This design comes from an exercise in tuning for small area on the open sky130 flow, not from production work. Function was checked by simulation only, so behaviour that the tests miss may differ from the original. Power is estimated from default activity; no workload was simulated.

[flow/design.v]
package sha256_pkg;
    localparam logic [255:0] IV = 256'h6a09e667_bb67ae85_3c6ef372_a54ff53a_510e527f_9b05688c_1f83d9ab_5be0cd19;
    function automatic logic [31:0] k_twohot(input logic [7:0] lo, input logic [7:0] hi);
        k_twohot[0] = (hi[0] & (lo[1] | lo[2] | lo[3] | lo[4] | lo[5] | lo[7])) |
            (hi[1] & (lo[1] | lo[3] | lo[6])) |
            (hi[2] & (lo[0] | lo[4])) |
            (hi[3] & (lo[1] | lo[3] | lo[4] | lo[5] | lo[6] | lo[7])) |
            (hi[4] & (lo[0] | lo[3] | lo[5] | lo[7])) |
            (hi[5] & (lo[0] | lo[1] | lo[3] | lo[4] | lo[6])) |
            (hi[6] & (lo[3] | lo[4] | lo[6] | lo[7])) |
            (hi[7] & (lo[1] | lo[5] | lo[6]));
        k_twohot[1] = (hi[0] & (lo[2] | lo[4])) |
            (hi[1] & (lo[2] | lo[3] | lo[5] | lo[6])) |
            (hi[2] & (lo[1] | lo[2] | lo[4] | lo[5] | lo[7])) |
            (hi[3] & (lo[0] | lo[3] | lo[4] | lo[5] | lo[7])) |
            (hi[4] & (lo[3] | lo[5] | lo[6])) |
            (hi[5] & (lo[1] | lo[3])) |
            (hi[6] & (lo[0] | lo[4] | lo[5] | lo[6] | lo[7])) |
            (hi[7] & (lo[0] | lo[1] | lo[4] | lo[5] | lo[6] | lo[7]));
        k_twohot[2] = (hi[0] & (lo[2] | lo[3] | lo[6] | lo[7])) |
            (hi[1] & (lo[2] | lo[4] | lo[5] | lo[6] | lo[7])) |
            (hi[2] & (lo[1] | lo[2] | lo[3] | lo[4] | lo[6])) |
            (hi[3] & (lo[1] | lo[3] | lo[5] | lo[7])) |
            (hi[4] & (lo[0] | lo[2] | lo[4] | lo[6] | lo[7])) |
            (hi[5] & (lo[5] | lo[6])) |
            (hi[6] & (lo[0] | lo[2] | lo[3] | lo[6])) |
            (hi[7] & (lo[0] | lo[1] | lo[2] | lo[6]));
        k_twohot[3] = (hi[0] & (lo[0] | lo[2] | lo[4])) |
            (hi[1] & (lo[0] | lo[2] | lo[5])) |
            (hi[2] & (lo[3] | lo[4] | lo[5] | lo[6] | lo[7])) |
            (hi[3] & (lo[1] | lo[2])) |
            (hi[4] & (lo[1] | lo[2] | lo[5] | lo[6])) |
            (hi[5] & (lo[1] | lo[4])) |
            (hi[6] & (lo[1] | lo[2] | lo[5] | lo[6])) |
            (hi[7] & (lo[0] | lo[1] | lo[3] | lo[4] | lo[5]));
        k_twohot[4] = (hi[0] & (lo[0] | lo[1] | lo[4] | lo[5] | lo[7])) |
            (hi[1] & (lo[0] | lo[2] | lo[4] | lo[5] | lo[7])) |
            (hi[2] & (lo[6] | lo[7])) |
            (hi[3] & (lo[0] | lo[4] | lo[6])) |
            (hi[4] & (lo[1] | lo[2] | lo[3] | lo[4] | lo[5])) |
            (hi[5] & (lo[2] | lo[4] | lo[7])) |
            (hi[6] & (lo[0] | lo[3] | lo[4] | lo[7])) |
            (hi[7] & (lo[2] | lo[4] | lo[6] | lo[7]));
        k_twohot[5] = (hi[0] & (lo[3] | lo[5] | lo[6])) |
            (hi[1] & (lo[2] | lo[4] | lo[5] | lo[6] | lo[7])) |
            (hi[2] & (lo[4] | lo[5])) |
            (hi[3] & (lo[1] | lo[4] | lo[7])) |
            (hi[4] & (lo[1] | lo[2] | lo[5] | lo[6])) |
            (hi[5] & (lo[0] | lo[2] | lo[3] | lo[5] | lo[7])) |
            (hi[6] & (lo[3] | lo[4] | lo[7])) |
            (hi[7] & (lo[0] | lo[1] | lo[4] | lo[5] | lo[6] | lo[7]));
        k_twohot[6] = (hi[0] & (lo[2] | lo[4] | lo[5] | lo[7])) |
            (hi[1] & (lo[3] | lo[4] | lo[5] | lo[7])) |
            (hi[2] & (lo[0] | lo[2] | lo[3] | lo[4] | lo[6] | lo[7])) |
            hi[3] |
            (hi[4] & (lo[2] | lo[4])) |
            (hi[5] & (lo[1] | lo[2] | lo[7])) |
            (hi[6] & (lo[2] | lo[5] | lo[6] | lo[7])) |
            (hi[7] & (lo[0] | lo[1] | lo[4] | lo[5] | lo[6] | lo[7]));
        k_twohot[7] = (hi[0] & (lo[0] | lo[1] | lo[2] | lo[3] | lo[5] | lo[6] | lo[7])) |
            (hi[1] & (lo[0] | lo[2] | lo[3] | lo[5] | lo[6])) |
            (hi[2] & (lo[0] | lo[1] | lo[2] | lo[3] | lo[5] | lo[6] | lo[7])) |
            (hi[3] & (lo[2] | lo[3] | lo[4])) |
            (hi[4] & (lo[0] | lo[2] | lo[5] | lo[7])) |
            (hi[5] & (lo[0] | lo[3] | lo[6])) |
            (hi[6] & (lo[3] | lo[4] | lo[7])) |
            (hi[7] & (lo[0] | lo[4] | lo[5] | lo[6] | lo[7]));
        k_twohot[8] = (hi[0] & (lo[0] | lo[2] | lo[3] | lo[5])) |
            (hi[1] & (lo[1] | lo[2] | lo[3] | lo[4] | lo[5] | lo[7])) |
            (hi[2] & (lo[0] | lo[1] | lo[2] | lo[3] | lo[6])) |
            (hi[3] & (lo[0] | lo[2] | lo[3] | lo[4] | lo[5] | lo[6] | lo[7])) |
            (hi[4] & (lo[1] | lo[2] | lo[3] | lo[4] | lo[6])) |
            (hi[5] & (lo[2] | lo[3] | lo[6])) |
            (hi[6] & (lo[0] | lo[2] | lo[7])) |
            (hi[7] & (lo[1] | lo[4] | lo[6]));
        k_twohot[9] = (hi[0] & (lo[0] | lo[2] | lo[3] | lo[4] | lo[6] | lo[7])) |
            (hi[1] & (lo[0] | lo[1] | lo[6])) |
            (hi[2] & (lo[1])) |
            (hi[3] & (lo[1] | lo[2] | lo[3] | lo[4] | lo[6])) |
            (hi[4] & (lo[0] | lo[4] | lo[5])) |
            (hi[5] & (lo[1] | lo[2] | lo[5])) |
            (hi[6] & (lo[2] | lo[5] | lo[6] | lo[7])) |
            (hi[7] & (lo[0] | lo[1] | lo[3] | lo[4] | lo[6]));
        k_twohot[10] = (hi[0] & (lo[0] | lo[1] | lo[7])) |
            (hi[1] & (lo[2] | lo[3] | lo[4] | lo[6])) |
            (hi[2] & (lo[1] | lo[2] | lo[4] | lo[5])) |
            (hi[3] & (lo[1] | lo[2] | lo[3])) |
            (hi[4] & (lo[2] | lo[3] | lo[7])) |
            (hi[5] & (lo[1] | lo[5] | lo[6])) |
            (hi[6] & (lo[1] | lo[2] | lo[3] | lo[4] | lo[7])) |
            (hi[7] & (lo[4] | lo[5]));
        k_twohot[11] = (hi[0] & (lo[0] | lo[2] | lo[3] | lo[7])) |
            (hi[1] & (lo[0] | lo[1] | lo[3] | lo[4])) |
            (hi[2] & (lo[0] | lo[2] | lo[4] | lo[6] | lo[7])) |
            (hi[3] & (lo[3] | lo[4] | lo[7])) |
            (hi[4] & (lo[0] | lo[2] | lo[3] | lo[5] | lo[6] | lo[7])) |
            (hi[5] & (lo[0] | lo[2] | lo[4])) |
            (hi[6] & (lo[1] | lo[3] | lo[4] | lo[5] | lo[6] | lo[7])) |
            (hi[7] & (lo[2] | lo[4] | lo[5] | lo[7]));
        k_twohot[12] = (hi[0] & (lo[2] | lo[3] | lo[5] | lo[7])) |
            (hi[1] & (lo[1] | lo[3] | lo[4] | lo[5] | lo[7])) |
            (hi[2] & (lo[2])) |
            (hi[3] & (lo[0] | lo[3] | lo[5])) |
            (hi[4] & (lo[4])) |
            (hi[5] & (lo[3] | lo[6])) |
            (hi[6] & (lo[2] | lo[3])) |
            (hi[7] & (lo[2] | lo[4] | lo[7]));
        k_twohot[13] = (hi[0] & (lo[0] | lo[2])) |
            (hi[1] & (lo[0] | lo[3] | lo[5] | lo[7])) |
            (hi[2] & (lo[0] | lo[3] | lo[4] | lo[6])) |
            (hi[3] & (lo[2] | lo[3] | lo[6] | lo[7])) |
            (hi[4] & (lo[1] | lo[2] | lo[4] | lo[7])) |
            (hi[5] & (lo[0] | lo[1] | lo[4] | lo[6] | lo[7])) |
            (hi[6] & (lo[1] | lo[2] | lo[3] | lo[5] | lo[7])) |
            (hi[7] & (lo[1] | lo[2] | lo[4] | lo[5] | lo[6] | lo[7]));
        k_twohot[14] = (hi[0] & (lo[1] | lo[2] | lo[3] | lo[4] | lo[7])) |
            (hi[1] & (lo[1] | lo[3] | lo[4] | lo[7])) |
            (hi[2] & (lo[0] | lo[1])) |
            (hi[3] & (lo[0] | lo[1] | lo[3] | lo[6])) |
            (hi[4] & (lo[2] | lo[4] | lo[6])) |
            (hi[5] & (lo[0] | lo[1] | lo[3] | lo[4])) |
            (hi[6] & (lo[0] | lo[1] | lo[2] | lo[6] | lo[7])) |
            (hi[7] & (lo[1] | lo[2] | lo[4] | lo[5] | lo[7]));
        k_twohot[15] = (hi[0] & (lo[2] | lo[3] | lo[4] | lo[6])) |
            (hi[1] & (lo[0] | lo[2] | lo[5] | lo[7])) |
            (hi[2] & (lo[2] | lo[3] | lo[5] | lo[6] | lo[7])) |
            (hi[3] & (lo[1] | lo[5])) |
            (hi[4] & (lo[6])) |
            (hi[5] & (lo[0] | lo[2] | lo[4] | lo[7])) |
            (hi[6] & (lo[0] | lo[3] | lo[5] | lo[6])) |
            (hi[7] & (lo[0] | lo[4] | lo[6]));
        k_twohot[16] = (hi[0] & (lo[1] | lo[3] | lo[5] | lo[6])) |
            (hi[1] & (lo[0] | lo[1] | lo[2] | lo[7])) |
            (hi[2] & (lo[0] | lo[2] | lo[4] | lo[7])) |
            (hi[3] & (lo[1] | lo[2] | lo[3] | lo[5] | lo[7])) |
            (hi[4] & (lo[0] | lo[1])) |
            (hi[5] & (lo[0] | lo[2] | lo[5])) |
            (hi[6] & (lo[1])) |
            (hi[7] & (lo[0] | lo[1] | lo[3] | lo[6] | lo[7]));
        k_twohot[17] = (hi[0] & (lo[0] | lo[1] | lo[4] | lo[6])) |
            (hi[1] & (lo[0] | lo[1] | lo[4] | lo[5] | lo[7])) |
            (hi[2] & (lo[0] | lo[1])) |
            (hi[3] & (lo[0] | lo[2] | lo[5] | lo[6])) |
            (hi[4] & (lo[0] | lo[1] | lo[4] | lo[5] | lo[6] | lo[7])) |
            (hi[5] & (lo[0] | lo[1] | lo[2] | lo[4] | lo[6] | lo[7])) |
            (hi[6] & (lo[1] | lo[7])) |
            (hi[7] & (lo[0] | lo[3] | lo[4]));
        k_twohot[18] = (hi[0] & (lo[1] | lo[3] | lo[4] | lo[6] | lo[7])) |
            (hi[1] & (lo[0] | lo[3] | lo[4] | lo[5] | lo[6])) |
            (hi[2] & (lo[1] | lo[3] | lo[5])) |
            (hi[3] & (lo[0] | lo[5])) |
            (hi[4] & (lo[0] | lo[2])) |
            (hi[5] & (lo[0] | lo[3] | lo[6])) |
            (hi[6] & (lo[0] | lo[1] | lo[4] | lo[6] | lo[7])) |
            (hi[7] & (lo[0] | lo[1] | lo[3] | lo[4]));
        k_twohot[19] = (hi[0] & (lo[0] | lo[6] | lo[7])) |
            (hi[1] & (lo[3] | lo[4] | lo[5] | lo[6] | lo[7])) |
            (hi[2] & (lo[0] | lo[1] | lo[3] | lo[4] | lo[7])) |
            (hi[3] & (lo[0] | lo[3] | lo[6] | lo[7])) |
            (hi[4] & (lo[1] | lo[2] | lo[3] | lo[4] | lo[5])) |
            (hi[5] & (lo[0] | lo[1] | lo[2] | lo[3] | lo[5] | lo[6] | lo[7])) |
            (hi[6] & (lo[2] | lo[4] | lo[5] | lo[6] | lo[7])) |
            (hi[7] & (lo[0] | lo[2] | lo[4] | lo[6]));
        k_twohot[20] = (hi[0] & (lo[1] | lo[3] | lo[4] | lo[5] | lo[6] | lo[7])) |
            (hi[1] & (lo[2] | lo[4] | lo[5] | lo[6] | lo[7])) |
            (hi[2] & (lo[0] | lo[1] | lo[5] | lo[6] | lo[7])) |
            (hi[3] & (lo[0] | lo[1] | lo[3])) |
            (hi[4] & (lo[0] | lo[1] | lo[3] | lo[7])) |
            (hi[5] & (lo[0] | lo[1] | lo[4] | lo[5])) |
            (hi[6] & (lo[1] | lo[3] | lo[4] | lo[5] | lo[6])) |
            (hi[7] & (lo[4] | lo[5] | lo[6] | lo[7]));
        k_twohot[21] = (hi[0] & (lo[1] | lo[3] | lo[5] | lo[6])) |
            (hi[1] & (lo[2] | lo[4])) |
            (hi[2] & (lo[1] | lo[4] | lo[5] | lo[6] | lo[7])) |
            (hi[3] & (lo[0] | lo[1] | lo[4] | lo[5] | lo[7])) |
            (hi[4] & (lo[0] | lo[2] | lo[3] | lo[5] | lo[7])) |
            (hi[5] & (lo[0] | lo[3] | lo[7])) |
            (hi[6] & (lo[0] | lo[1] | lo[3] | lo[7])) |
            (hi[7] & (lo[1] | lo[4] | lo[6] | lo[7]));
        k_twohot[22] = (hi[0] & (lo[2] | lo[4] | lo[5])) |
            (hi[1] & (lo[5] | lo[6])) |
            (hi[2] & (lo[2] | lo[4] | lo[5] | lo[7])) |
            (hi[3] & (lo[3] | lo[4] | lo[6])) |
            (hi[4] & (lo[5] | lo[6] | lo[7])) |
            (hi[5] & (lo[2] | lo[3] | lo[7])) |
            (hi[6] & (lo[2] | lo[5])) |
            (hi[7] & (lo[2] | lo[3] | lo[5] | lo[6] | lo[7]));
        k_twohot[23] = (hi[0] & (lo[0] | lo[2] | lo[3] | lo[5])) |
            (hi[1] & (lo[1] | lo[4] | lo[5] | lo[6] | lo[7])) |
            (hi[2] & (lo[0] | lo[1] | lo[2] | lo[4] | lo[6] | lo[7])) |
            (hi[3] & (lo[4] | lo[5] | lo[6])) |
            (hi[4] & (lo[0] | lo[6])) |
            (hi[5] & (lo[0] | lo[4] | lo[5])) |
            (hi[6] & (lo[0] | lo[3] | lo[5] | lo[6])) |
            (hi[7] & (lo[0] | lo[1] | lo[2] | lo[3] | lo[4] | lo[6]));
        k_twohot[24] = (hi[0] & (lo[1] | lo[2] | lo[3] | lo[4] | lo[5] | lo[7])) |
            (hi[1] & (lo[3] | lo[6] | lo[7])) |
            (hi[2] & (lo[1] | lo[2] | lo[4])) |
            (hi[3] & (lo[3] | lo[5])) |
            (hi[4] & (lo[0] | lo[2] | lo[3] | lo[4] | lo[6])) |
            (hi[5] & (lo[3] | lo[4])) |
            (hi[6] & (lo[0] | lo[2] | lo[4] | lo[6]));
        k_twohot[25] = (hi[0] & (lo[0] | lo[6] | lo[7])) |
            (hi[1] & (lo[1] | lo[4] | lo[6])) |
            (hi[2] & (lo[1] | lo[2] | lo[5] | lo[7])) |
            (hi[3] & (lo[3] | lo[4] | lo[6])) |
            (hi[4] & (lo[0] | lo[1] | lo[3] | lo[5] | lo[7])) |
            (hi[5] & (lo[0] | lo[2] | lo[3] | lo[5])) |
            (hi[6] & (lo[1] | lo[2] | lo[5] | lo[6])) |
            (hi[7] & (lo[6] | lo[7]));
        k_twohot[26] = (hi[0] & (lo[2])) |
            (hi[1] & (lo[2] | lo[3])) |
            (hi[2] & (lo[0] | lo[1] | lo[2] | lo[3] | lo[4] | lo[6] | lo[7])) |
            (hi[3] & (lo[3] | lo[4] | lo[5] | lo[6] | lo[7])) |
            (hi[4] & (lo[0] | lo[1] | lo[2] | lo[4] | lo[5])) |
            (hi[5] & (lo[3] | lo[5] | lo[6])) |
            (hi[6] & (lo[1] | lo[2] | lo[3] | lo[5])) |
            (hi[7] & (lo[0] | lo[2] | lo[3] | lo[5] | lo[6] | lo[7]));
        k_twohot[27] = (hi[0] & (lo[3] | lo[4] | lo[5] | lo[7])) |
            (hi[1] & (lo[0] | lo[6])) |
            (hi[2] & (lo[1] | lo[2] | lo[4] | lo[5] | lo[6])) |
            (hi[3] & (lo[0] | lo[1] | lo[3])) |
            (hi[4] & (lo[1] | lo[2])) |
            (hi[5] & (lo[1])) |
            (hi[6] & (lo[0] | lo[1] | lo[4] | lo[5] | lo[6] | lo[7])) |
            (hi[7] & (lo[1] | lo[3] | lo[6]));
        k_twohot[28] = (hi[0] & (lo[1] | lo[2] | lo[4] | lo[5] | lo[6])) |
            (hi[1] & (lo[0] | lo[1] | lo[3] | lo[4] | lo[6])) |
            (hi[2] & (lo[6] | lo[7])) |
            (hi[3] & (lo[0] | lo[2] | lo[3] | lo[5] | lo[7])) |
            (hi[4] & (lo[3] | lo[5] | lo[7])) |
            (hi[5] & (lo[4] | lo[5] | lo[6] | lo[7])) |
            (hi[6] & (lo[0] | lo[1] | lo[3] | lo[4] | lo[6])) |
            (hi[7] & (lo[0] | lo[1] | lo[4] | lo[6]));
        k_twohot[29] = (hi[0] & (lo[1] | lo[2] | lo[3] | lo[4] | lo[7])) |
            (hi[1] & (lo[2] | lo[4])) |
            (hi[2] & (lo[0] | lo[1] | lo[3] | lo[4] | lo[7])) |
            (hi[3] & (lo[1] | lo[2] | lo[3])) |
            (hi[4] & (lo[0] | lo[1] | lo[4] | lo[5])) |
            (hi[5] & (lo[0] | lo[1] | lo[6])) |
            (hi[6] & (lo[2] | lo[3] | lo[4] | lo[7])) |
            (hi[7] & (lo[0] | lo[1] | lo[5] | lo[6]));
        k_twohot[30] = (hi[0] & (lo[0] | lo[1] | lo[3] | lo[5])) |
            (hi[1] & (lo[0] | lo[3] | lo[4] | lo[7])) |
            (hi[2] & (lo[0] | lo[1] | lo[5] | lo[6] | lo[7])) |
            (hi[3] & (lo[4] | lo[5])) |
            (hi[4] & (lo[2] | lo[3] | lo[4] | lo[5])) |
            (hi[5] & (lo[2] | lo[3] | lo[4] | lo[5] | lo[6])) |
            (hi[6] & (lo[5] | lo[6] | lo[7])) |
            (hi[7] & (lo[0] | lo[1] | lo[7]));
        k_twohot[31] = (hi[0] & (lo[2] | lo[3] | lo[6] | lo[7])) |
            (hi[1] & (lo[0] | lo[5] | lo[6] | lo[7])) |
            (hi[2] & (lo[0] | lo[1])) |
            (hi[3] & (lo[0] | lo[1] | lo[2] | lo[3] | lo[4] | lo[5])) |
            (hi[4] & (lo[6] | lo[7])) |
            (hi[5] & (lo[0] | lo[1] | lo[2] | lo[3] | lo[4] | lo[5] | lo[6])) |
            (hi[7] & (lo[2] | lo[3] | lo[4] | lo[5] | lo[6] | lo[7]));
    endfunction
    function automatic logic [31:0] big_sigma0(input logic [31:0] x);
        big_sigma0 = {x[1:0], x[31:2]} ^ {x[12:0], x[31:13]} ^ {x[21:0], x[31:22]};
    endfunction
    function automatic logic [31:0] big_sigma1(input logic [31:0] x);
        big_sigma1 = {x[5:0], x[31:6]} ^ {x[10:0], x[31:11]} ^ {x[24:0], x[31:25]};
    endfunction
    function automatic logic [31:0] ch(input logic [31:0] x, input logic [31:0] y,
                                       input logic [31:0] z);
        ch = (x & y) | (~x & z);
    endfunction
    function automatic logic [31:0] maj(input logic [31:0] x, input logic [31:0] y,
                                        input logic [31:0] z);
        maj = (x & y) | (x & z) | (y & z);
    endfunction
    function automatic logic [63:0] csa(input logic [31:0] x, input logic [31:0] y,
                                        input logic [31:0] z);
        logic [31:0] s;
        logic [31:0] c;
        s = x ^ y ^ z;
        c = (x & y) | (x & z) | (y & z);
        csa = {s, c[30:0], 1'b0};
    endfunction
    function automatic logic [31:0] add_bk(input logic [31:0] x, input logic [31:0] y);
        logic [31:0] p;
        logic [31:0] gg;
        logic [31:0] pp;
        p  = x ^ y;
        gg = x & y;
        pp = p;
        for (int d = 1; d < 32; d = d * 2) begin
            for (int i = 2 * d - 1; i < 32; i = i + 2 * d) begin
                gg[i] = gg[i] | (pp[i] & gg[i - d]);
                pp[i] = pp[i] & pp[i - d];
            end
        end
        for (int d = 8; d >= 1; d = d / 2) begin
            for (int i = 3 * d - 1; i < 32; i = i + 2 * d) begin
                gg[i] = gg[i] | (pp[i] & gg[i - d]);
                pp[i] = pp[i] & pp[i - d];
            end
        end
        add_bk = p ^ {gg[30:0], 1'b0};
    endfunction
endpackage
module sha256_round_comb
(
    input  logic [31:0] a,
    input  logic [31:0] b,
    input  logic [31:0] c,
    input  logic [31:0] d,
    input  logic [31:0] e,
    input  logic [31:0] f,
    input  logic [31:0] g,
    input  logic [31:0] h,
    input  logic [31:0] k_t,
    input  logic [31:0] w_t,
    output logic [31:0] a_n,
    output logic [31:0] e_n
);
    logic [63:0] r1, r2, r3, re, ra1, ra2;
    assign r1  = sha256_pkg::csa(h, sha256_pkg::big_sigma1(e), sha256_pkg::ch(e, f, g));
    assign r2  = sha256_pkg::csa(r1[63:32], r1[31:0], k_t);
    assign r3  = sha256_pkg::csa(r2[63:32], r2[31:0], w_t);
    assign re  = sha256_pkg::csa(r3[63:32], r3[31:0], d);
    assign ra1 = sha256_pkg::csa(r3[63:32], r3[31:0], sha256_pkg::big_sigma0(a));
    assign ra2 = sha256_pkg::csa(ra1[63:32], ra1[31:0], sha256_pkg::maj(a, b, c));
    assign e_n = sha256_pkg::add_bk(re[63:32], re[31:0]);
    assign a_n = sha256_pkg::add_bk(ra2[63:32], ra2[31:0]);
endmodule
module sha256_add_ci
#(
    parameter int B = 11
) (
    input  logic [31:0] x,
    input  logic [31:0] y,
    output logic [31:0] s
);
    always_comb begin
        logic [31:0] s0;
        logic        c;
        logic        cb;
        logic        pp;
        cb = 1'b0;
        for (int lo = 0; lo < 32; lo = lo + B) begin
            c = 1'b0;
            for (int i = lo; i < lo + B && i < 32; i++) begin
                s0[i] = x[i] ^ y[i] ^ c;
                c     = (x[i] & y[i]) | (x[i] & c) | (y[i] & c);
            end
            pp = 1'b1;
            for (int i = lo; i < lo + B && i < 32; i++) begin
                s[i] = s0[i] ^ (cb & pp);
                pp   = pp & s0[i];
            end
            cb = c | (cb & pp);
        end
    end
endmodule
module sha256_main_round
(
    input  logic         clk,
    input  logic         reset_n,
    input  logic         msg_init,
    input  logic         w_vld,
    input  logic [5:0]   w_cnt,
    input  logic [31:0]  Wt,
    output logic         busy,
    output logic         blk_done,
    output logic         seq_err,
    output logic [255:0] digest
);
    logic         st_round;    
    logic         st_update;   
    logic [7:0]   cnt_lo;      
    logic [7:0]   cnt_hi;      
    logic         hvld;
    logic [255:0] hreg;
    logic [255:0] work;
    logic         accept;
    logic         last;
    logic [255:0] hcur;
    logic [255:0] hsum;
    logic [255:0] src;
    logic [31:0]  a_n, e_n;
    assign accept = w_vld && !msg_init && !st_update && cnt_lo[w_cnt[2:0]] && cnt_hi[w_cnt[5:3]];
    assign last   = accept && cnt_lo[7] && cnt_hi[7];
    assign hcur = hvld ? hreg : sha256_pkg::IV;
    assign src  = (st_round || st_update) ? work : hcur;
    for (genvar i = 0; i < 8; i++) begin : g_hadd
        sha256_add_ci #(.B(11)) u_add (
            .x (hcur[32*i +: 32]),
            .y (work[32*i +: 32] & {32{st_update}}),
            .s (hsum[32*i +: 32])
        );
    end
    sha256_round_comb u_round (
        .a   (src[255:224]),
        .b   (src[223:192]),
        .c   (src[191:160]),
        .d   (src[159:128]),
        .e   (src[127:96]),
        .f   (src[95:64]),
        .g   (src[63:32]),
        .h   (src[31:0]),
        .k_t (sha256_pkg::k_twohot(cnt_lo, cnt_hi)),
        .w_t (Wt),
        .a_n (a_n),
        .e_n (e_n)
    );
    always_ff @(posedge clk or negedge reset_n) begin
        if (!reset_n) begin
            st_round  <= 1'b0;
            st_update <= 1'b0;
            cnt_lo    <= 8'd1;
            cnt_hi    <= 8'd1;
            hvld      <= 1'b0;
            blk_done  <= 1'b0;
            seq_err   <= 1'b0;
        end else begin
            st_round  <= !msg_init && (st_round ? !last : accept);
            st_update <= !msg_init && last;
            blk_done  <= last;
            hvld      <= !msg_init;
            if (msg_init) begin
                cnt_lo  <= 8'd1;
                cnt_hi  <= 8'd1;
                seq_err <= 1'b0;
            end else begin
                if (accept) begin   
                    cnt_lo <= {cnt_lo[6:0], cnt_lo[7]};
                    if (cnt_lo[7]) cnt_hi <= {cnt_hi[6:0], cnt_hi[7]};
                end
                if (w_vld && !accept) seq_err <= 1'b1;
            end
        end
    end
    always_ff @(posedge clk) begin
        hreg <= hsum;
        if (accept) work <= {a_n, src[255:160], e_n, src[127:32]};
    end
    assign busy   = st_round || st_update;
    assign digest = hcur;
endmodule
[flow/flow/run.sh]
#!/bin/bash
# Own layout flow: the standard flow, plus two netlist-level changes.
#  1. After the standard synthesis, flow/fixinv.py removes inverters around
#     full-adder cells (a full adder is self-dual, so a cell can take all its
#     inputs and give all its outputs complemented), and folds an inverter into
#     its driving gate where every load wants the complement. Registers are
#     untouched.
#  2. Port buffers are the smallest buffer, sky130_fd_sc_hd__buf_1.
# Each tool's output goes to a log of its own in this folder.
set -euo pipefail
R=orfs/results/${FLOW_PLATFORM}/sha256_main_round/base
bash standard.sh "$PWD/$R/1_2_yosys.v" > synth.log 2>&1
cp "$R/1_2_yosys.v" 1_2_yosys.orig.v
python3 flow/fixinv.py 1_2_yosys.orig.v "$R/1_2_yosys.v" > fixinv.log 2>&1
bash standard.sh "BUFFER_PORTS_ARGS=-buffer_cell sky130_fd_sc_hd__buf_1" finish > layout.log 2>&1
[flow/flow/fixinv.py]
#!/usr/bin/env python3
"""Remove inverters around full-adder cells in a flat Yosys netlist.

A full adder is self-dual: fa(~a, ~b, ~c) = (~sum, ~cout). So any fa cell may
be "flipped": all three inputs complemented and both outputs complemented,
with the same cell. This pass picks a flip for each fa cell to minimise the
number of inverters needed, then rebuilds the inverters: one per source net
that some load needs complemented.

usage: fixinv.py IN.v OUT.v
Only sky130_fd_sc_hd__inv_* cells are treated as removable inverters. Cells
whose outputs drive a module port are never flipped, and inverters that drive
a port are kept as they are.
"""
import re
import sys
import random
from collections import defaultdict

P = "sky130_fd_sc_hd__"
LIB = "/OpenROAD-flow-scripts/flow/platforms/sky130hd/lib/sky130_fd_sc_hd__tt_025C_1v80.lib"
OUT_PINS = {"X", "Y", "Q", "Q_N", "SUM", "COUT", "HI", "LO"}

src = open(sys.argv[1]).read()
m = re.search(r"^module\s+(\w+)\s*\((.*?)\);", src, re.S | re.M)
top = m.group(1)
body_start = m.end()
endm = src.rindex("endmodule")

# ports
ports = {}
for d, w, names in re.findall(r"^\s*(input|output)\s+(\[\d+:\d+\])?\s*([^;]+);", src, re.M):
    for n in names.split(","):
        ports[n.strip()] = (d, w)


def port_bits(name):
    d, w = ports[name]
    if not w:
        return [name]
    hi, lo = map(int, w[1:-1].split(":"))
    return [f"{name}[{i}]" for i in range(min(hi, lo), max(hi, lo) + 1)]


port_nets = set()
for n in ports:
    port_nets.update(port_bits(n))

cell_re = re.compile(r"^\s*(" + P + r"\w+)\s+(\S+)\s*\((.*?)\);\s*$", re.S | re.M)
pin_re = re.compile(r"\.(\w+)\(\s*(.*?)\s*\)\s*(?:,|$)", re.S)

text = src[body_start:endm]
cells = []
other = []  # non-cell lines (wire declarations etc.)
pos = 0
for cm in cell_re.finditer(text):
    other.append(text[pos:cm.start()])
    pos = cm.end()
    pins = {}
    for p, n in pin_re.findall(cm.group(3)):
        n = n.strip()
        # normalise escaped identifiers: "\foo[3] " -> "\foo[3] "
        pins[p] = n
    cells.append([cm.group(1), cm.group(2), pins])
other.append(text[pos:])
if any(re.search(r"\bassign\b", o) for o in other):
    sys.exit("fixinv: netlist has assign statements; not handled")


def norm(n):
    return n.strip()


driver = {}
for i, (t, name, pins) in enumerate(cells):
    for p, n in pins.items():
        if p in OUT_PINS and n:
            driver[norm(n)] = (i, p)

is_inv = [t.startswith(P + "inv_") for t, _, _ in cells]
is_fa = [t.startswith(P + "fa_") for t, _, _ in cells]

# inverters that drive a port, or whose input is unknown, stay as ordinary cells
fixed_inv = set()
for i, (t, name, pins) in enumerate(cells):
    if is_inv[i]:
        if norm(pins["Y"]) in port_nets or not pins.get("A"):
            fixed_inv.add(i)
removable = [is_inv[i] and i not in fixed_inv for i in range(len(cells))]


def trace(net):
    """(root net, parity) through removable inverters."""
    par = 0
    seen = 0
    while True:
        d = driver.get(net)
        if d is None or not removable[d[0]]:
            return net, par
        net = norm(cells[d[0]][2]["A"])
        par ^= 1
        seen += 1
        if seen > 100:
            sys.exit("fixinv: inverter loop")


# loads: every input pin of a non-removable cell, plus output ports
loads = []  # (cell index or -1 for port, pin, root, parity)
for i, (t, name, pins) in enumerate(cells):
    if removable[i]:
        continue
    for p, n in pins.items():
        if p in OUT_PINS or not n:
            continue
        n = norm(n)
        if n.startswith("1'b") or n.startswith("1'h"):
            continue
        r, par = trace(n)
        loads.append((i, p, r, par))
for pn in port_nets:
    if ports[re.sub(r"\[\d+\]$", "", pn)][0] == "output":
        d = driver.get(pn)
        if d is not None and removable[d[0]]:
            sys.exit("fixinv: port driven by removable inverter")

# flippable fa cells: outputs must not be ports
flippable = []
for i in range(len(cells)):
    if is_fa[i]:
        pins = cells[i][2]
        if any(norm(pins.get(p, "")) in port_nets for p in ("SUM", "COUT")):
            continue
        flippable.append(i)
fl_set = set(flippable)
f = defaultdict(int)


def phys(root):
    d = driver.get(root)
    if d is None:
        return 0
    return f[d[0]] if d[0] in fl_set else 0


by_root = defaultdict(list)
for k, (i, p, r, par) in enumerate(loads):
    by_root[r].append(k)
fa_roots = defaultdict(set)  # roots touched by an fa (as driver or load)
for k, (i, p, r, par) in enumerate(loads):
    if i in fl_set:
        fa_roots[i].add(r)
for i in flippable:
    for p in ("SUM", "COUT"):
        n = cells[i][2].get(p)
        if n:
            fa_roots[i].add(norm(n))


def root_cost(r):
    ph = phys(r)
    for k in by_root.get(r, ()):
        i, p, _, par = loads[k]
        fc = f[i] if i in fl_set else 0
        if par ^ fc ^ ph:
            return 1
    return 0


def total():
    return sum(root_cost(r) for r in by_root)


before = sum(1 for x in removable if x)
cur = total()
import math
rng = random.Random(1)
best = cur
best_f = dict(f)
n_iter = 1500 * max(1, len(flippable))
T0 = 1.5
for step in range(n_iter):
    T = T0 * (1 - step / n_iter) + 0.02
    i = flippable[rng.randrange(len(flippable))]
    rs = fa_roots[i]
    old = sum(root_cost(r) for r in rs)
    f[i] ^= 1
    new = sum(root_cost(r) for r in rs)
    d = new - old
    if d <= 0 or rng.random() < math.exp(-d / T):
        cur += d
        if cur < best:
            best = cur
            best_f = dict(f)
    else:
        f[i] ^= 1
f = defaultdict(int, best_f)
# final greedy polish
improved = True
while improved:
    improved = False
    for i in flippable:
        rs = fa_roots[i]
        old = sum(root_cost(r) for r in rs)
        f[i] ^= 1
        new = sum(root_cost(r) for r in rs)
        if new < old:
            improved = True
        else:
            f[i] ^= 1

# rebuild
new_cells = []
new_wires = []
inv_of = {}
uid = 0
for i, (t, name, pins) in enumerate(cells):
    if removable[i]:
        continue
    new_cells.append([t, name, dict(pins)])
idx_map = {}
j = 0
for i in range(len(cells)):
    if not removable[i]:
        idx_map[i] = j
        j += 1


def inv_net(r):
    global uid
    if r not in inv_of:
        uid += 1
        w = f"_fixinv_{uid}_"
        new_wires.append(w)
        new_cells.append([P + "inv_1", f"_fixinv_c{uid}_", {"A": r, "Y": w}])
        inv_of[r] = w
    return inv_of[r]


# Absorb an inverter into its driver when every load of the root wants the
# complement and the driver has a complementary cell with the same pins.
lib = open(LIB).read()
AREA = {m.group(1): float(m.group(2)) for m in re.finditer(
    r'cell\s*\(\s*"?(sky130_fd_sc_hd__\w+)"?\s*\)\s*\{.*?area\s*:\s*([\d.]+)', lib, re.S)}
COMP = {"nand2": "and2", "nor2": "or2", "nand3": "and3", "nor3": "or3", "nand4": "and4",
        "nor4": "or4", "a21oi": "a21o", "o21ai": "o21a", "a22oi": "a22o", "o22ai": "o22a",
        "a211oi": "a211o", "o211ai": "o211a", "a31oi": "a31o", "o31ai": "o31a",
        "a32oi": "a32o", "o32ai": "o32a", "a221oi": "a221o", "o221ai": "o221a",
        "xor2": "xnor2", "mux2i": "mux2", "nand2b": "and2b", "nor2b": "or2b",
        "a21boi": "a21bo", "o21bai": "o21ba", "xor3": "xnor3", "a2bb2oi": "a2bb2o",
        "o2bb2ai": "o2bb2a", "a311oi": "a311o", "o311ai": "o311a", "a2111oi": "a2111o",
        "o2111ai": "o2111a", "a41oi": "a41o", "o41ai": "o41a", "nand4b": "and4b",
        "nor4b": "or4b", "nand3b": "and3b", "nor3b": "or3b"}
COMP.update({v: k for k, v in list(COMP.items())})
INV_OUT = {"X": "Y", "Y": "X"}
flipdrv = set()
n_abs = 0
for r, ks in by_root.items():
    if r in port_nets or r not in driver:
        continue
    di, dp = driver[r]
    if di in fl_set or removable[di] or dp not in ("X", "Y"):
        continue
    needs = []
    for k in ks:
        i, p, _, par = loads[k]
        fc = f[i] if i in fl_set else 0
        needs.append(par ^ fc ^ phys(r))
    if not needs or not all(needs):
        continue
    t = cells[di][0]
    mm = re.match(P + r"(\w+?)_(\d+)$", t)
    if not mm or mm.group(1) not in COMP:
        continue
    nt = None
    for sz in (mm.group(2), "1", "2"):
        cand = P + COMP[mm.group(1)] + "_" + sz
        if cand in AREA:
            nt = cand
            break
    if nt is None or AREA[nt] > AREA.get(t, 0) + 3.7536 - 0.01:
        continue
    flipdrv.add(r)
    n_abs += 1
    c = new_cells[idx_map[di]]
    # output pin name of the new cell, from the liberty text
    cb = lib[lib.index('cell ("' + nt + '")'):]
    cb = cb[:cb.index("cell (", 10)] if "cell (" in cb[10:] else cb
    outs = re.findall(r'pin\s*\(\s*"?(\w+)"?\s*\)\s*\{[^{}]*?direction\s*:\s*"?output', cb)
    op = outs[0]
    c[0] = nt
    c[2][op] = c[2].pop(dp)
sys.stderr.write(f"fixinv: absorbed {n_abs} inverters into drivers\n")


def phys2(r):
    return phys(r) ^ (1 if r in flipdrv else 0)


for (i, p, r, par) in loads:
    fc = f[i] if i in fl_set else 0
    need = par ^ fc ^ phys2(r)
    net = inv_net(r) if need else r
    new_cells[idx_map[i]][2][p] = net

after = sum(1 for c in new_cells if c[0].startswith(P + "inv_") and c[1].startswith("_fixinv_c"))
nflip = sum(1 for i in flippable if f[i])
sys.stderr.write(f"fixinv: {before} removable inverters -> {after}; flipped {nflip} of {len(flippable)} fa cells\n")

out = [src[:body_start]]
assert all(not o.strip() for o in other[1:]), "text between cells"
out.append("".join(other[:1]))
for w in new_wires:
    out.append(f"  wire {w};\n")
for t, name, pins in new_cells:
    pl = ",\n".join(f"    .{p}({n} )" for p, n in pins.items())
    out.append(f"  {t} {name} (\n{pl}\n  );\n")
out.append("\nendmodule\n")
open(sys.argv[2], "w").write("".join(out))
[flow/standard.sh]
#!/bin/bash
# synth_recipe.tcl (not shown) runs the flow's synth.tcl, then flattens the netlist and writes it again
# the make line also repeats each setting of config.mk as NAME=value (left out here)
make -C /OpenROAD-flow-scripts/flow DESIGN_CONFIG=/design/flow/config.mk WORK_HOME=/design/flow/orfs CLKGATE_MAP_FILE= SYNTH_SCRIPT=/design/flow/synth_recipe.tcl "${@:-finish}"
[flow/config.mk]
export PLATFORM = sky130hd
export DESIGN_NAME = sha256_main_round
export DESIGN_NICKNAME = sha256_main_round
export VERILOG_FILES = /design/flow/design.v
export SDC_FILE = /design/flow/constraint.sdc
export NUM_CORES = 4
export LEC_CHECK = 0
export CAP_MARGIN = 20
export CORE_MARGIN = 2
export CORE_UTILIZATION = 65
export CTS_CLUSTER_DIAMETER = 100
export CTS_CLUSTER_SIZE = 25
export SETUP_SLACK_MARGIN = 0.05
export SLEW_MARGIN = 20
[flow/constraint.sdc]
create_clock -name core_clock -period 8.0 [get_ports {clk}]
set_input_delay 1.6000 -clock core_clock [delete_from_list [all_inputs] [get_ports {clk}]]
set_output_delay 1.6000 -clock core_clock [all_outputs]
set_load 0.01 [all_outputs]
==> results of run 1 <==
what timing repair did:
| action | in CTS | in global routing |
|---|---|---|
| pin swaps | 0 | 0 |
| endpoints found under the setup margin | 1 | 2 |
| endpoints found under the hold margin | 0 | 0 |
| resized for setup | 2 | 10 |
| gates cloned | 0 | 1 |
worst paths after layout:
| path | cells past startpoint | endpoint |
|---|---|---|
| max | 24 | work[255] |
| min | 2 | seq_err |
| max reg2reg | 24 | work[255] |
| min reg2reg | 2 | seq_err |
| max in group asynchronous | 1 | hvld |
| min in group asynchronous | 1 | cnt_lo[6] |
flip-flops by register name (all words and copies together) (netlist names):
| name | count |
|---|---|
| st_round | 1 |
| hreg | 256 |
| cnt_lo | 8 |
| st_update | 1 |
| cnt_hi | 8 |
| seq_err | 1 |
| blk_done | 1 |
| work | 256 |
| hvld | 1 |
placed cells by master, fill, tap and decap left out, drive strengths merged, types with 29 or more instances in the layout:
cell type	count
and2	228
inv	381
o21a	29
nand4	35
dfxtp	256
xnor2	203
edfxtp	256
mux2i	87
nor2	140
a21oi	75
fa	435
o21ai	162
clkbuf	44
ha	103
a21o	45
mux2	77
nand2b	108
xor2	112
nand2	397
buf	498
nand3	49
nor2b	37
power by group:
part           internal, mW  switching, mW  total (mW)
sequential             2.89        0.00328        2.89
combinational         0.341          0.473       0.814
clock                 0.745          0.998        1.74
layer usage:
| metal | part of all wire (%) | track usage (%) | up-vias |
|---|---|---|---|
| met2 | 44 | 61.6 | 1863 |
| met3 | 14 | 13.5 | 283 |
| met4 | 3.5 | 12.5 | 2 |
| li1 | - | - | 12600 |
| met5 | 0.0079 | 0 | - |
| met1 | 39 | 59.1 | 14700 |
through the flow:
step	hold slack (ns)	setup WS, ns	utilization, %
3_5_place_dp	0.492	-0.0716	70.7
2_1_floorplan	0.454	0.372	-
4_1_cts	0.509	0.0715	72.2
3_3_place_gp	0.479	-0.0619	70.7
5_1_grt	0.524	0.00489	72.3
6_report	0.512	0.154	72.4
layout make-up:
type	count	area share [%]
Antenna cell	5	0.0294
Sequential cell	533	31.4
Timing Repair Buffer	499	6.43
Tap cell	773	2.27
Inverter	376	3.33
Clock inverter	9	0.315
Clock buffer	43	1.86
Multi-Input combinational cell	2566	54.4
worst max-delay path, cell delays in order, from the launching register on:
cell,delay [ns]
dfrtp_4,0.51
nor2_4,0.19
buf_12,0.21
mux2i_1,0.47
inv_1,0.31
xnor2_1,0.29
fa_1,0.51
fa_1,0.63
inv_1,0.08
fa_1,0.45
fa_1,0.48
fa_1,0.50
ha_1,0.34
nand2_1,0.08
or3_1,0.41
a211oi_1,0.32
nand2b_4,0.22
a211oi_2,0.10
o31a_1,0.33
o21ai_2,0.18
fa_1,0.21
xnor2_1,0.14
xnor2_1,0.15
xnor2_1,0.17
xnor3_1,0.33
==> summary.txt, run 1 <==
- # placed instances: 4746
- Mapped Cells: 3639
- Fin Setup TNS: 0 ns
- # setup viols final: 0
- Vias in the first global route: 29200
- Leak: 17.8 nW
- Drt total wl: 127000 µm
- RSZ-0062 raised after global routing: yes
- Routed WL per cell: 26.4 µm
- Layout cell share with drive strength beyond 1: 8.62%
- Clock slew at reported path FFs: 0.11 ns
- Core area: 58800 µm²
- CTS root buf: clkbuf_16
- CP Capture Type: register
- # DRC: 0
- FF+latch area: 13300 µm²
- Crit share post-route: 98.1%
- Pwr dens: 128 nW/µm²
- Post-CTS Setup Bufs: 0
- Number of I/O pins: 301
- Setup crit start: st_update
- R2r setup slk: 0.15 ns
- Mean post-synth cell area: 10.6 µm²
- Final Hold Viols: 0
- CTS tree: built
- Number of max-cap violations: 0
- Total CTS buffers: 28
- Layout overhead on the synthesized area: 10.5%
- Hold Crit Start: seq_err
- Setup crit start kind: register
- R2r startpoint: st_update
- Normalized max-slew margin: 27.7%
- First-pass GRT wire length: 186000 µm
- Initial antenna violation count: 5
- HP Class: register to register
- Pin count of the biggest net entering global routing: 145
- Max-slew violation count: 0
- Fillers: 4235
- Initial core utilization: 65.5%
- Global route overflow: 0
- Die Area: 61200 µm²
- Nets: 4584
- Critical path peak fanout: 12
- Final worst path period need: 7.85 ns
- Starting DRT DRC Count: 3446
- Dpl cell area: 41500 µm²
- Post-route cell area: 42500 µm²
- Placer Congestion: 1.10
- Via density: 6.14
- First-pass DRT Iterations: 9
- Clock Sinks: 533
- H-tree levels: 1
- Die height: 247 µm
- ANT nets after route: 0
- Slew @ Worst Pin: 1.08 ns
- Status: finished clean
- VDD IR max: 0.202 mV
- Setup CP Type: register to register
- Total track usage: 41.7%
- Total power: 5.45 mW
- Hpwl dp: 102000 µm
- CP required: 8.41 ns
- CP Data Arrival Time: 8.25 ns
- CTS Hold Buffers Added: 0
- Via Count: 29500
- Mapped Area: 38500 µm²
- Synthesized net count: 4219
- Clock latency (worst-skew pair): 0.65 ns
- Non-Filler Instances: 4804
- Rows: 89
- Die W: 247 µm
- Setup Skew: 0.0341 ns
- Synth warn: 3
- Max Freq: 127 MHz
- Area of the multi-input gates: 23100 µm²
- Clock buffer depth: 3
- Buffers on Ports: 300
==> run 2, diff against run 1 <==
--- a/flow/config.mk
+++ b/flow/config.mk
@@ -10,4 +10,4 @@
 export CORE_UTILIZATION = 65
-export CTS_CLUSTER_DIAMETER = 100
-export CTS_CLUSTER_SIZE = 25
+export CTS_CLUSTER_DIAMETER = 80
+export CTS_CLUSTER_SIZE = 18
 export SETUP_SLACK_MARGIN = 0.05
==> run 2 against run 1 <==
  * Sequential power is essentially flat
  * Synthesized cell count is the same
  * Register-to-register slack gained 0.09 ns
  * Still clean
==> summary.txt, run 2 <==
- Post-route cell area: 42800 µm² (was 42500 µm²)
- Most frequent cells in the layout: fa_1, nand2_1, inv_1, buf_1 (unchanged)
- Hpwl dp: 102000 µm (unchanged)
- CTS root buf: clkbuf_16 (unchanged)
- HP Class: register to register (unchanged)
- CTS tree: built (unchanged)
- CP Data Arrival Time: 8.09 ns (was 8.25 ns)
- Most numerous cell on the critical path: fa_1 (unchanged)
- CP required: 8.33 ns (was 8.41 ns)
- Slew @ Worst Pin: 1.01 ns (was 1.08 ns)
- Routed WL per cell: 26.5 µm (was 26.4 µm)
- Setup Skew: 0.0301 ns (was 0.0341 ns)
- Non-Filler Instances: 4819 (was 4804)
- Mapped Area: 38500 µm² (unchanged)
- Status: finished clean (unchanged)
- RSZ-0062 raised after global routing: yes (unchanged)
- # DRC: 0 (unchanged)
- First-pass DRT Iterations: 7 (was 9)
- Pin count of the biggest net entering global routing: 145 (unchanged)
- # placed instances: 4746 (unchanged)
- Via density: 6.17 (was 6.14)
- Core area: 58800 µm² (unchanged)
- Nets: 4595 (was 4584)
- Normalized max-slew margin: 32.6% (was 27.7%)
- Number of max-cap violations: 0 (unchanged)
- Die height: 247 µm (unchanged)
- Clock slew at reported path FFs: 0.07 ns (was 0.11 ns)
- R2r startpoint: st_update (unchanged)
- Layout overhead on the synthesized area: 11.3% (was 10.5%)
- VDD IR max: 0.148 mV (was 0.202 mV)
- Leak: 17.9 nW (was 17.8 nW)
- Max Freq: 129 MHz (was 127 MHz)
- CP max stage cell: fa_1 (unchanged)
- Worst path depth: 27 (was 24)
- H-tree levels: 2 (was 1)
- Initial antenna violation count: 5 (unchanged)
- Hold EP: seq_err (unchanged)
- Number of I/O pins: 301 (unchanged)
- Die Area: 61200 µm² (unchanged)
- Die W: 247 µm (unchanged)
- Dpl cell area: 41500 µm² (unchanged)
- Total track usage: 42.1% (was 41.7%)
- Drt total wl: 128000 µm (was 127000 µm)
- Largest registers: hreg: 256 flops, work: 256 flops (unchanged)
- Total power: 5.75 mW (was 5.45 mW)
- Via Count: 29700 (was 29500)
- Clock Sinks: 533 (unchanged)
- Synthesized net count: 4219 (unchanged)
- R2R cell count: 27 (was 24)
- Critical path peak fanout: 28 (was 12)
- CP Capture Type: register (unchanged)
- R2r setup slk: 0.25 ns (was 0.15 ns)
- Crit share post-route: 96.9% (was 98.1%)
- Cell family with most CP delay: adder cells (unchanged)
- Clock latency (worst-skew pair): 0.60 ns (was 0.65 ns)
- Dpl ws: -0.0716 ns (unchanged)
- Final core utilization: 72.9% (was 72.4%)
- # setup viols final: 0 (unchanged)
- Largest stage delay, worst path: 0.56 ns (was 0.63 ns)
- Total CTS buffers: 39 (was 28)
- Worst hold slack: 0.508 ns (was 0.512 ns)
- Fin Setup TNS: 0 ns (unchanged)
- Final Hold Viols: 0 (unchanged)
- Synth warn: 3 (unchanged)
- Setup crit start kind: register (unchanged)
- R2R Path End: work[255] (unchanged)
- Starting DRT DRC Count: 3452 (was 3446)
- Mapped Cells: 3639 (unchanged)
- Most common library cell in the layout ignoring fill and taps: fa_1 (unchanged)
- Rows: 89 (unchanged)
- Final worst path period need: 7.75 ns (was 7.85 ns)
- Hold Crit Start: seq_err (unchanged)
- Buffers on Ports: 300 (unchanged)
- Placer Congestion: 1.10 (unchanged)
- Clock buffer depth: 3 (unchanged)
- First-pass GRT wire length: 187000 µm (was 186000 µm)
- Buf/Inv on CP: 6 (was 3)
- ANT nets after route: 0 (unchanged)
- Post-CTS Setup Bufs: 0 (unchanged)
- Layout cell share with drive strength beyond 1: 8.90% (was 8.62%)
- Global route overflow: 0 (unchanged)
- Vias in the first global route: 29400 (was 29200)
- Worst hold stages: 2 (unchanged)
- Worst setup slack after layout: 0.248 ns (was 0.154 ns)
- Mean post-synth cell area: 10.6 µm² (unchanged)
- Initial core utilization: 65.5% (unchanged)
- Pwr dens: 134 nW/µm² (was 128 nW/µm²)
- Max-slew violation count: 0 (unchanged)
- Setup CP Type: register to register (unchanged)
## run 2: worst register-to-register path, stage by stage, from the launching register on
cell and delay [ns]:
dfrtp_4 0.51, nor2_4 0.19, buf_12 0.21, inv_6 0.09
buf_4 0.23, buf_4 0.24, nand2_1 0.09, o21ai_0 0.09
buf_4 0.15, mux2i_1 0.48, fa_1 0.56, fa_1 0.52
inv_1 0.08, fa_1 0.56, fa_1 0.45, fa_1 0.47
ha_1 0.30, nor2b_1 0.13, o21ai_0 0.12, o21ai_0 0.12
a211oi_2 0.30, o31a_1 0.22, o21ai_2 0.09, fa_1 0.44
xnor2_1 0.20, xnor2_1 0.15, xnor2_1 0.17, xnor3_1 0.33
## run 2: cell type report
class,count,area [µm²]
clock inverters,12,123
well taps,773,967
fillers,4190,16000
repair buffers,499,2730
diodes,2,5.00
flip-flops and latches,533,13300
multi-input cells,2566,23200
inverters,376,1420
clock buffers,58,1100
## run 2: routing by layer
metal,vias up,share of wire [%],wire [µm],GRT usage (%)
met5,-,0.059,75,0
met4,6,4.0,5080,14.4
met3,332,14,17700,13.3
met2,1915,44,55700,62.0
met1,14900,39,49300,59.3
li1,12600,-,-,-
## run 2: power breakdown
group | switching (mW) | internal, mW | total, mW
Clock | 1.05 | 1.01 | 2.05
Sequential | 0.00331 | 2.88 | 2.89
Combinational | 0.472 | 0.341 | 0.813
Total | 1.52 | 4.23 | 5.75
## run 2: worst max-delay path by stage
stage | from | to | slack [ns]
2_1_floorplan | st_update | work[255] | 0.37
3_3_place_gp | st_update | work[255] | -0.06
3_5_place_dp | st_update | work[255] | -0.07
4_1_cts | st_update | work[255] | 0.05
5_1_grt | st_update | work[255] | 0.05
6_report | st_update | work[255] | 0.25
## run 2: what timing repair did
action / in CTS / in global routing
hold buffers: 0 / 0
setup endpoints to repair: 1 / 2
endpoints found under the hold margin: 0 / 0
gates cloned: 0 / 1
gates resized for setup: 3 / 11
==> run 3, diff against run 2 <==
==> flow/flow/run.sh (replaced) <==
#!/bin/bash
# Own layout flow: the standard flow with these changes.
#  1. After the standard synthesis, flow/fixinv.py cleans up polarity: it
#     removes inverters around full-adder cells (a full adder is self-dual, so
#     a cell can take all its inputs and give all its outputs complemented) and
#     swaps gates for their complements (nand2 <-> and2, ...) where that saves
#     area. Registers are untouched.
#  2. Port buffers are the smallest buffer, sky130_fd_sc_hd__buf_1.
# Each tool's output goes to a log of its own in this folder.
set -euo pipefail
R=orfs/results/${FLOW_PLATFORM}/sha256_main_round/base
bash standard.sh "$PWD/$R/1_2_yosys.v" > synth.log 2>&1
cp "$R/1_2_yosys.v" 1_2_yosys.orig.v
python3 flow/fixinv.py 1_2_yosys.orig.v "$R/1_2_yosys.v" > fixinv.log 2>&1
bash standard.sh "BUFFER_PORTS_ARGS=-buffer_cell sky130_fd_sc_hd__buf_1" finish > layout.log 2>&1
==> flow/flow/fixinv.py (replaced) <==
#!/usr/bin/env python3
"""Polarity clean-up of a flat, mapped Yosys netlist (sky130hd cells).

Yosys's extract_fa leaves many inverters on the inputs and outputs of the
full-adder cells it places. This pass removes most of them by choosing a
polarity for each cell:
  * a full adder is self-dual, fa(~a, ~b, ~c) = (~sum, ~cout), so the same
    cell can take all its inputs complemented and give complemented outputs;
  * a simple gate can be swapped for its complement with the same pins
    (nand2 <-> and2, a21oi <-> a21o, xor2 <-> xnor2, mux2i <-> mux2, ...),
    which complements its output at a known change of area.
It minimises 3.75 um2 per needed inverter plus the area change of swapped
gates (simulated annealing, then a greedy pass), and then rebuilds the
inverters: one inv_1 per source net that some load needs complemented.
Registers, ports and cells that drive ports keep their polarity.

usage: fixinv.py IN.v OUT.v
"""
import math
import random
import re
import sys
from collections import defaultdict

P = "sky130_fd_sc_hd__"
LIB = "/OpenROAD-flow-scripts/flow/platforms/sky130hd/lib/sky130_fd_sc_hd__tt_025C_1v80.lib"
OUT_PINS = {"X", "Y", "Q", "Q_N", "SUM", "COUT", "HI", "LO"}
INV_AREA = 3.7536

lib = open(LIB).read()
AREA = {m.group(1): float(m.group(2)) for m in re.finditer(
    r'cell\s*\(\s*"?(sky130_fd_sc_hd__\w+)"?\s*\)\s*\{.*?area\s*:\s*([\d.]+)', lib, re.S)}

COMP = {"nand2": "and2", "nor2": "or2", "nand3": "and3", "nor3": "or3", "nand4": "and4",
        "nor4": "or4", "a21oi": "a21o", "o21ai": "o21a", "a22oi": "a22o", "o22ai": "o22a",
        "a211oi": "a211o", "o211ai": "o211a", "a31oi": "a31o", "o31ai": "o31a",
        "a32oi": "a32o", "o32ai": "o32a", "a221oi": "a221o", "o221ai": "o221a",
        "xor2": "xnor2", "mux2i": "mux2", "nand2b": "and2b", "nor2b": "or2b",
        "a21boi": "a21bo", "o21bai": "o21ba", "xor3": "xnor3", "a2bb2oi": "a2bb2o",
        "o2bb2ai": "o2bb2a", "a311oi": "a311o", "o311ai": "o311a", "a2111oi": "a2111o",
        "o2111ai": "o2111a", "a41oi": "a41o", "o41ai": "o41a", "nand4b": "and4b",
        "nor4b": "or4b", "nand3b": "and3b", "nor3b": "or3b"}
COMP.update({v: k for k, v in list(COMP.items())})


def out_pin_of(cell):
    i = lib.index('cell ("' + cell + '")')
    j = lib.find('\n    cell (', i + 10)
    names = re.findall(r'\n\s+pin\s*\(\s*"?(\w+)"?\s*\)', lib[i:j if j > 0 else len(lib)])
    outs = [p for p in names if p in ("X", "Y")]
    assert len(outs) == 1, cell
    return outs[0]


def comp_cell(t):
    m = re.match(P + r"(\w+?)_(\d+)$", t)
    if not m or m.group(1) not in COMP:
        return None
    for sz in (m.group(2), "1", "2", "0"):
        c = P + COMP[m.group(1)] + "_" + sz
        if c in AREA:
            return c
    return None


src = open(sys.argv[1]).read()
m = re.search(r"^module\s+(\w+)\s*\((.*?)\);", src, re.S | re.M)
body_start = m.end()
endm = src.rindex("endmodule")

ports = {}
for d, w, names in re.findall(r"^\s*(input|output)\s+(\[\d+:\d+\])?\s*([^;]+);", src, re.M):
    for n in names.split(","):
        ports[n.strip()] = (d, w)
port_nets = set()
for n, (d, w) in ports.items():
    if not w:
        port_nets.add(n)
    else:
        hi, lo = map(int, w[1:-1].split(":"))
        port_nets.update(f"{n}[{i}]" for i in range(min(hi, lo), max(hi, lo) + 1))

cell_re = re.compile(r"^\s*(" + P + r"\w+)\s+(\S+)\s*\((.*?)\);\s*$", re.S | re.M)
pin_re = re.compile(r"\.(\w+)\(\s*(.*?)\s*\)\s*(?:,|$)", re.S)
text = src[body_start:endm]
cells = []
other = []
pos = 0
for cm in cell_re.finditer(text):
    other.append(text[pos:cm.start()])
    pos = cm.end()
    cells.append([cm.group(1), cm.group(2), {p: n.strip() for p, n in pin_re.findall(cm.group(3))}])
other.append(text[pos:])
if any(re.search(r"\bassign\b", o) for o in other):
    sys.exit("fixinv: netlist has assign statements; not handled")
assert all(not o.strip() for o in other[1:]), "text between cells"

driver = {}
for i, (t, name, pins) in enumerate(cells):
    for p, n in pins.items():
        if p in OUT_PINS and n:
            driver[n] = (i, p)

is_inv = [t.startswith(P + "inv_") for t, _, _ in cells]
removable = [is_inv[i] and cells[i][2].get("Y") not in port_nets and bool(cells[i][2].get("A"))
             for i in range(len(cells))]


def trace(net):
    par = 0
    for _ in range(100):
        d = driver.get(net)
        if d is None or not removable[d[0]]:
            return net, par
        net = cells[d[0]][2]["A"]
        par ^= 1
    sys.exit("fixinv: inverter loop")


loads = []  # (cell, pin, root, parity)
for i, (t, name, pins) in enumerate(cells):
    if removable[i]:
        continue
    for p, n in pins.items():
        if p in OUT_PINS or not n or n.startswith("1'"):
            continue
        r, par = trace(n)
        loads.append((i, p, r, par))

# variables: fa cells (flip inputs and outputs) and complementable gates
var_kind = {}
var_delta = {}
comp_to = {}
for i, (t, name, pins) in enumerate(cells):
    if removable[i]:
        continue
    outs = [n for p, n in pins.items() if p in OUT_PINS]
    if any(n in port_nets for n in outs):
        continue
    if t.startswith(P + "fa_"):
        var_kind[i] = "fa"
        var_delta[i] = 0.0
    elif t.startswith(P + "inv_") or t.startswith(P + "buf_"):
        continue
    else:
        c = comp_cell(t)
        op = [p for p in pins if p in OUT_PINS]
        if c and len(op) == 1 and op[0] in ("X", "Y"):
            var_kind[i] = "gate"
            var_delta[i] = AREA[c] - AREA[t]
            comp_to[i] = c
f = defaultdict(int)


def phys(r):
    d = driver.get(r)
    if d is None or d[0] not in var_kind:
        return 0
    return f[d[0]]


by_root = defaultdict(list)
for k, (i, p, r, par) in enumerate(loads):
    by_root[r].append(k)
touch = defaultdict(set)
for k, (i, p, r, par) in enumerate(loads):
    if var_kind.get(i) == "fa":
        touch[i].add(r)
for i in var_kind:
    for p, n in cells[i][2].items():
        if p in OUT_PINS and n:
            touch[i].add(n)


def root_cost(r):
    ph = phys(r)
    for k in by_root.get(r, ()):
        i, p, _, par = loads[k]
        fc = f[i] if var_kind.get(i) == "fa" else 0
        if par ^ fc ^ ph:
            return INV_AREA
    return 0.0


def var_cost(i):
    return sum(root_cost(r) for r in touch[i]) + (var_delta[i] if f[i] else 0.0)


before = sum(1 for x in removable if x)
vars_ = sorted(var_kind)
rng = random.Random(1)
cur = sum(root_cost(r) for r in by_root)
best = cur
best_f = dict(f)
n_iter = 300 * max(1, len(vars_))
for step in range(n_iter):
    T = 2.0 * (1 - step / n_iter) + 0.05
    i = vars_[rng.randrange(len(vars_))]
    old = var_cost(i)
    f[i] ^= 1
    d = var_cost(i) - old
    if d <= 0 or rng.random() < math.exp(-d / T):
        cur += d
        if cur < best - 1e-9:
            best = cur
            best_f = dict(f)
    else:
        f[i] ^= 1
f = defaultdict(int, best_f)
improved = True
while improved:
    improved = False
    for i in vars_:
        old = var_cost(i)
        f[i] ^= 1
        if var_cost(i) < old - 1e-9:
            improved = True
        else:
            f[i] ^= 1

# rebuild
keep = [i for i in range(len(cells)) if not removable[i]]
idx = {i: j for j, i in enumerate(keep)}
new_cells = [[cells[i][0], cells[i][1], dict(cells[i][2])] for i in keep]
n_swap = 0
for i in keep:
    if var_kind.get(i) == "gate" and f[i]:
        c = new_cells[idx[i]]
        old_op = [p for p in c[2] if p in OUT_PINS][0]
        c[0] = comp_to[i]
        c[2][out_pin_of(comp_to[i])] = c[2].pop(old_op)
        n_swap += 1
new_wires = []
inv_of = {}


def inv_net(r):
    if r not in inv_of:
        k = len(inv_of) + 1
        w = f"_fixinv_{k}_"
        new_wires.append(w)
        new_cells.append([P + "inv_1", f"_fixinv_c{k}_", {"A": r, "Y": w}])
        inv_of[r] = w
    return inv_of[r]


for (i, p, r, par) in loads:
    fc = f[i] if var_kind.get(i) == "fa" else 0
    new_cells[idx[i]][2][p] = inv_net(r) if par ^ fc ^ phys(r) else r

nflip = sum(1 for i in var_kind if var_kind[i] == "fa" and f[i])
sys.stderr.write(f"fixinv: {before} removable inverters -> {len(inv_of)}; flipped {nflip} fa cells;"
                 f" swapped {n_swap} gates for their complements\n")

out = [src[:body_start], other[0]]
out += [f"  wire {w};\n" for w in new_wires]
for t, name, pins in new_cells:
    pl = ",\n".join(f"    .{p}({n} )" for p, n in pins.items())
    out.append(f"  {t} {name} (\n{pl}\n  );\n")
out.append("\nendmodule\n")
open(sys.argv[2], "w").write("".join(out))
--- a/flow/config.mk
+++ b/flow/config.mk
@@ -10,4 +10,4 @@
 export CORE_UTILIZATION = 65
-export CTS_CLUSTER_DIAMETER = 80
-export CTS_CLUSTER_SIZE = 18
+export CTS_CLUSTER_DIAMETER = 90
+export CTS_CLUSTER_SIZE = 22
 export SETUP_SLACK_MARGIN = 0.05
==> run 3 against run 2 <==
  * Die area is 0.32% lower
  * Global-route usage grew 0.54 points
  * Wire length rose by 2.0%
  * Hold slack improved by 0.014 ns
  * Synthesized area decreased by 0.33%
  * Clock skew about the same
  * Count of clock-buffer cells in the layout shrank 10
  * Non-clock buffer count fell by 34
  * Register-to-register slack got worse by 0.099 ns
  * Still clean
  * Largest power group unchanged
  * Total power fell by 2.6%
  * Fmax fell by 1.3%
==> summary.txt, run 3 <==
- Status: finished clean (unchanged)
- Fillers: 4102 (was 4190)
- RSZ-0062 raised after global routing: yes (unchanged)
- H-tree levels: 1 (was 2)
- CP Data Arrival Time: 8.28 ns (was 8.09 ns)
- Via density: 6.27 (was 6.17)
- Mapped Cells: 3586 (was 3639)
- Clock Sinks: 533 (unchanged)
- Initial core utilization: 65.4% (was 65.5%)
- Pwr dens: 132 nW/µm² (was 134 nW/µm²)
- # setup viols final: 0 (unchanged)
- Rows: 89 (unchanged)
- Final Hold Viols: 0 (unchanged)
- Core area: 58700 µm² (was 58800 µm²)
- Die Area: 61000 µm² (was 61200 µm²)
- Routed WL per cell: 27.6 µm (was 26.5 µm)
- # DRC: 0 (unchanged)
- Final worst path period need: 7.85 ns (was 7.75 ns)
- Worst hold stages: 1 (was 2)
- Slew @ Worst Pin: 1.17 ns (was 1.01 ns)
- Synthesized net count: 4166 (was 4219)
- Drt total wl: 130000 µm (was 128000 µm)
- Layout overhead on the synthesized area: 10.4% (was 11.3%)
- Hold Crit Start: st_round (was seq_err)
- Die W: 247 µm (about the same)
- Normalized max-slew margin: 22.1% (was 32.6%)
- R2r startpoint: st_update (unchanged)
- Critical path peak fanout: 9 (was 28)
- Setup crit start kind: register (unchanged)
- Setup CP Type: register to register (unchanged)
- Total power: 5.60 mW (was 5.75 mW)
- Hold EP: st_round (was seq_err)
- Number of max-cap violations: 0 (unchanged)
- VDD IR max: 0.191 mV (was 0.148 mV)
- Initial antenna violation count: 9 (was 5)
- Dpl cell area: 41100 µm² (was 41500 µm²)
- Max-slew violation count: 0 (unchanged)
- Most frequent cells in the layout: fa_1, nand2_1, inv_1, buf_1 (unchanged)
- # placed instances: 4654 (was 4746)
- Most common library cell in the layout ignoring fill and taps: fa_1 (unchanged)
- Total CTS buffers: 31 (was 39)
- Global route overflow: 0 (unchanged)
- Synth warn: 3 (unchanged)
- CTS root buf: clkbuf_16 (unchanged)
- CTS tree: built (unchanged)
- Vias in the first global route: 29200 (was 29400)
- Via Count: 29600 (was 29700)
- Clock slew at reported path FFs: 0.11 ns (was 0.07 ns)
- Largest registers: hreg: 256 flops, work: 256 flops (unchanged)
- Hpwl dp: 104000 µm (was 102000 µm)
- First-pass GRT wire length: 189000 µm (was 187000 µm)
- Starting DRT DRC Count: 3537 (was 3452)
- CP Capture Type: register (unchanged)
- Post-route cell area: 42400 µm² (was 42800 µm²)
- CTS Hold Buffers Added: 0 (unchanged)
- First-pass DRT Iterations: 9 (was 7)
- Crit share post-route: 98.1% (was 96.9%)
- Leak: 17.4 nW (was 17.9 nW)
- Mean post-synth cell area: 10.7 µm² (was 10.6 µm²)
- R2R Path End: work[255] (unchanged)
- Die height: 247 µm (about the same)
- Total track usage: 42.6% (was 42.1%)
- Clock latency (worst-skew pair): 0.68 ns (was 0.60 ns)
- Mapped Area: 38400 µm² (was 38500 µm²)
- Number of I/O pins: 301 (unchanged)
- Buffers on Ports: 300 (unchanged)
- R2R cell count: 23 (was 27)
- Nets: 4500 (was 4595)
- HP Class: register to register (unchanged)
- Non-Filler Instances: 4724 (was 4819)
- Pin count of the biggest net entering global routing: 144 (was 145)
- Setup Skew: 0.0303 ns (was 0.0301 ns)
- CP required: 8.43 ns (was 8.33 ns)
- Placer Congestion: 1.05 (was 1.10)
- R2r setup slk: 0.15 ns (was 0.25 ns)
- Worst hold slack: 0.522 ns (was 0.508 ns)
- Layout cell share with drive strength beyond 1: 8.29% (was 8.90%)
- Max Freq: 127 MHz (was 129 MHz)
- ANT nets after route: 0 (unchanged)
- Clock buffer depth: 3 (unchanged)
[run 3: worst max-delay path, stage by stage (launching register included)]
cell,delay [ns]
dfrtp_4,0.52
nor2_4,0.13
buf_12,0.16
buf_6,0.20
mux2i_2,0.54
inv_1,0.20
buf_4,0.21
mux2_1,0.41
fa_1,0.64
fa_1,0.47
fa_1,0.65
fa_1,0.48
fa_1,0.45
ha_1,0.34
nand2_1,0.14
o21ai_0,0.13
nor3_1,0.24
o31a_1,0.23
o21ai_1,0.11
fa_1,0.44
xnor2_1,0.19
xnor2_1,0.17
xnor2_1,0.17
xnor3_1,0.34
[run 3: timing repair]
item / in CTS / in global routing
pin swaps: 1 / 3
resized for setup: 2 / 26
gates cloned: 0 / 1
setup endpoints to repair: 1 / 14
buffers inserted: 0 / 5
[run 3: where the power goes]
part	internal, mW	switching, mW	leakage [nW]	total, mW
clock network	0.823	1.03	0.494	1.86
registers	2.88	0.00372	4.74	2.89
logic	0.346	0.512	12.1	0.858
[run 3: worst max path at each step]
stage / from / endpoint / slack (ns) / cells after the start
2_1_floorplan: st_update / work[255] / 0.29 / 24
3_3_place_gp: st_update / work[255] / -0.09 / 24
3_5_place_dp: st_update / work[255] / -0.11 / 24
4_1_cts: st_update / work[255] / 0.06 / 26
5_1_grt: st_update / work[255] / 0.03 / 28
6_report: st_update / work[255] / 0.15 / 23
[run 3: cell type report]
type	count	area, µm²	area share, %
clock buffer	48	883	2.09
sequential	533	13300	31.5
tap	773	967	2.28
timing repair buffer	465	2520	5.94
clock inverter	10	141	0.334
multi-input combinational	2566	23300	54.9
antenna	6	15.0	0.0354
inverter	323	1220	2.87
[run 3: metrics by stage]
step                util, %  setup slack, ns  setup TNS, ns
floorplan                 -            0.295              0
global placement       70.1          -0.0877        -0.0877
detailed placement     70.1           -0.112         -0.112
CTS                    71.8           0.0620              0
global route           72.2           0.0339              0
finish                 72.2            0.149              0
[run 3: metal layers]
metal	GRT usage [%]	vias up	routed length (µm)
met4	14.8	6	5590
met3	14.6	335	18300
met1	60.1	14900	50800
li1	-	12400	-
met5	0	-	41
met2	61.7	1955	55600

what the ideal ports hide:
In the flow no input, the clock included, has a driving cell. The finished layouts below were timed again as built, in two steps.
Step 1: set_driving_cell puts a clkbuf_16 on clk and a buf_2 on each other input, an assumption about the parent block.
Step 2 also shifts input and output timing later by t, the mid clock arrival at the registers, as if the neighbouring blocks saw the same clock.
Slacks: ideal / step 1 / step 2; pairs: ideal / step 1.
run | shift t [ns] | slack for setup (ns) | worst setup path at the end | slew at the worst register clock pin (ns) | cell pins on the clock port's net
run 1 | 0.697 | 0.154 / 0.154 / 0.154 | register to register | 0.11 / 0.11 | 1
run 2 | 0.655 | 0.248 / 0.248 / 0.248 | register to register | 0.09 / 0.09 | 1
run 3 | 0.728 | 0.149 / 0.149 / 0.149 | register to register | 0.11 / 0.11 | 1
After both steps every run listed still meets setup and hold.
